Background: an optimization exercise with open tools, aiming at small area. Do not read the settings as production practice.
In this exercise RTL edits were held to simulation tests only and were not proved equivalent to the original.
Power figures rest on the tool's default switching activity, not on a simulated workload.

Design crack_sched, start of the top module:
module crack_sched #(
    parameter int NENG = 2
) (
    input  logic                clk,
    input  logic                rst_n,
    input  logic                en,
    output logic                rdy,
    output logic [23:0]         key,
    output logic                key_valid,
    output logic [7:0]          ct_addr,
    input  logic [7:0]          ct_rddata,
    output logic [NENG-1:0]     eng_en,
    input  logic [NENG-1:0]     eng_rdy,
    input  logic [24*NENG-1:0]  eng_key,
    input  logic [NENG-1:0]     eng_key_valid,
    input  logic [8*NENG-1:0]   eng_ct_addr,
    output logic [8*NENG-1:0]   eng_ct_rddata
);
    typedef enum logic [2:0] {
        IDLE   = 3'b000,
        COPY   = 3'b001,
        LAUNCH = 3'b011,
        PULSE  = 3'b010,
        RUN1   = 3'b110,
        RUN    = 3'b111
    } state_t;
    state_t            state_q, state_d;
    logic [7:0]        cnt_q, cnt_d;
    logic [7:0]        len_q;
    logic              last_q, last_d;
    logic [NENG-1:0]   done_q, done_d;
    logic [23:0]       key_q, key_d;
    logic              key_valid_q, key_valid_d;
    logic [255:0][7:0] ring_q;
    logic [7:0]        rd_q [NENG];
    logic              copy, first, second;
    logic [7:0]        len_eff;
    logic [NENG-1:0]   done_now;
    logic [NENG-1:0]   hit;
    logic [23:0]       key_sel;
    always_comb begin
        copy     = (state_q == COPY);
  ...
clock: 5.0 ns
lec_check: 0
cap_margin: 0
core_margin: 2
core_utilization: 60
cts_buf_list: sky130_fd_sc_hd__clkbuf_4 sky130_fd_sc_hd__clkbuf_8
cts_cluster_diameter: 50
cts_cluster_size: 16
place_density: 0.7
slew_margin: 0
synth_hierarchical: 1
synth_minimum_keep_size: 0
standard.sh (not shown) runs the stock make flow with config.mk's settings and CLKGATE_MAP_FILE= SYNTH_SCRIPT=/design/flow/synth_recipe.tcl, a recipe that flattens the netlist after the stock synthesis.
==> flow/flow/run.sh <==
#!/bin/bash
# The standard layout (standard.sh, unchanged synthesis and steps), with one
# change to clock tree synthesis: the same arguments as config.mk's CTS_*
# settings give, plus -dont_use_dummy_load, so CTS adds no dummy load cells.
# All tool logs stay under orfs/logs; standard.sh's own output goes to
# standard.log in this folder.
set -euo pipefail
export CTS_ARGS="-sink_clustering_enable -repair_clock_nets -dont_use_dummy_load -sink_clustering_size 16 -sink_clustering_max_diameter 50 -buf_list {sky130_fd_sc_hd__clkbuf_4 sky130_fd_sc_hd__clkbuf_8}"
bash standard.sh > standard.log 2>&1
Then changed:
--- a/flow/config.mk
+++ b/flow/config.mk
@@ -8,9 +8,8 @@
 export CAP_MARGIN = 0
 export CORE_MARGIN = 2
-export CORE_UTILIZATION = 60
+export CORE_UTILIZATION = 40
 export CTS_BUF_LIST = sky130_fd_sc_hd__clkbuf_4 sky130_fd_sc_hd__clkbuf_8
 export CTS_CLUSTER_DIAMETER = 50
 export CTS_CLUSTER_SIZE = 16
-export PLACE_DENSITY = 0.7
 export SLEW_MARGIN = 0
 export SYNTH_HIERARCHICAL = 1
First-iteration DRC count went up by 1.7%.
Area after synthesis stays the same.
Register-to-register slack gets worse by 0.36 ns.
Via count stays flat.
Die area went up by 49%.
Global-route usage went down by 12 points.
Sequential power is about the same.
Final area went up by 1.3%.
Sequential share of layout area went down by 0.75 points.

Another version of the RTL of crack_sched (not shown whole).
Size in the first run: ~4900 cells after synthesis, about 2100 flip-flops, ~130 I/O pins, roughly 0.063 mm2 of cells after synthesis.
export LEC_CHECK = 0
export CAP_MARGIN = 0
export CORE_MARGIN = 2
export CORE_UTILIZATION = 50
export CTS_BUF_LIST = sky130_fd_sc_hd__clkbuf_4 sky130_fd_sc_hd__clkbuf_8
export CTS_CLUSTER_DIAMETER = 50
export CTS_CLUSTER_SIZE = 16
export PLACE_DENSITY = 0.85
export SLEW_MARGIN = 0
export SYNTH_HIERARCHICAL = 1
export SYNTH_MINIMUM_KEEP_SIZE = 0
create_clock -name core_clock -period 5.0 [get_ports {clk}]
Scripts as last shown in full above: flow/flow/run.sh
The starting point finished but fails on capacitance limit, slew limit.
Next try:
- CAP_MARGIN: 0 -> 10
- PLACE_DENSITY: 0.85 -> 0.75
- SLEW_MARGIN: 0 -> 10
Outcome: The new run produced a clean layout; critical path depth came out higher by 1; power came out higher slightly; first-iteration DRC count came out lower by a few percent; clock power came out higher slightly; worst setup slack improved by 0.0043 ns; cell count came out higher slightly; combinational power came out higher by a few percent; final area came out higher slightly; die area stays the same; maximum frequency stays flat; sequential share of layout area came out lower by 0.61 points.

crack_sched, a different RTL version from the one above (not shown whole).
Size in the first run: roughly 130 I/O pins, about 65,000 um2 of cells after synthesis.
make LEC_CHECK=0 CAP_MARGIN=0 CORE_MARGIN=2 CORE_UTILIZATION=40 CTS_BUF_LIST='sky130_fd_sc_hd__clkbuf_4 sky130_fd_sc_hd__clkbuf_8' CTS_CLUSTER_DIAMETER=50 CTS_CLUSTER_SIZE=16 SLEW_MARGIN=0 SYNTH_HIERARCHICAL=1 SYNTH_MINIMUM_KEEP_SIZE=0 finish   # period 5.0 ns
run.sh (not shown) runs the stock make flow with config.mk's settings and CLKGATE_MAP_FILE= SYNTH_SCRIPT=/design/flow/synth_recipe.tcl, a recipe that flattens the netlist after the stock synthesis.
Stock flow here: none of the scripts above is used.
Edit:
Settings changed: CORE_UTILIZATION 40 to 60, PLACE_DENSITY set to 0.7.
After rerunning: Total power drops by 2.2%. Die area drops by 33%. Routed wire length drops by 5.3%.
Edit:
Settings changed: CAP_MARGIN 0 to 20, CORE_UTILIZATION 60 to 40, CTS_BUF_LIST sky130_fd_sc_hd__clkbuf_4 sky130_fd_sc_hd__clkbuf_8 to not set, CTS_CLUSTER_DIAMETER 50 to not set, CTS_CLUSTER_SIZE 16 to not set, PLACE_DENSITY 0.7 to not set, SLEW_MARGIN 0 to 20.
Setup slack is worse by 0.14 ns. Total power increases by about 16%. Final area goes up by 6.6%. Die area went up by 49%. Wire length is higher by 6.7%. Critical path depth decreases by 4. Hold slack improved by 0.027 ns. Combinational power rose by about 5%. Final cell count is higher by 13%. Synthesized cell count stays the same.

[re-timing with driven ports]
Ports are ideal in the flow. The routed layouts listed here were re-timed in OpenROAD.
Step 1 assumes that a clkbuf_16 drives the clock port and a buf_2 every other input.
Step 2 adds t to the input delays and takes it off the output delays; t is the mean of the earliest and latest rising clock arrival at the registers after step 1. Input paths then give back, and output paths get back, about the clock's delay inside the block.
Slacks: no drivers / after step 1 / after step 2; pairs: no drivers / after step 1.
run | t, ns | setup slack, ns | hold slack, ns | slew at the worst register clock pin (ns)
the first run of note 1 | 0.925 | 0.854 / 0.899 / -0.026 | 0.311 / 0.311 / 0.311 | 0.11 / 0.11
the second run of note 1 | 0.982 | 0.704 / 0.704 / -0.164 | 0.302 / 0.302 / 0.302 | 0.11 / 0.11
the first run of note 2 | 0.935 | 0.657 / 0.657 / -0.183 | 0.272 / 0.272 / 0.272 | 0.11 / 0.11
the second run of note 2 | 0.960 | 0.662 / 0.662 / -0.127 | 0.326 / 0.326 / 0.326 | 0.11 / 0.11
the first run of note 3 | 1.026 | 0.566 / 0.566 / -0.173 | 0.333 / 0.333 / 0.333 | 0.11 / 0.11
the second run of note 3 | 0.967 | 0.706 / 0.723 / -0.233 | 0.315 / 0.315 / 0.315 | 0.10 / 0.10
the third run of note 3 | 0.911 | 0.571 / 0.571 / -0.166 | 0.343 / 0.343 / 0.343 | 0.07 / 0.07
For the second run of note 3, which loses most, drivers alone change the setup slack by +0.017 ns; drivers and shift together by -0.939 ns.
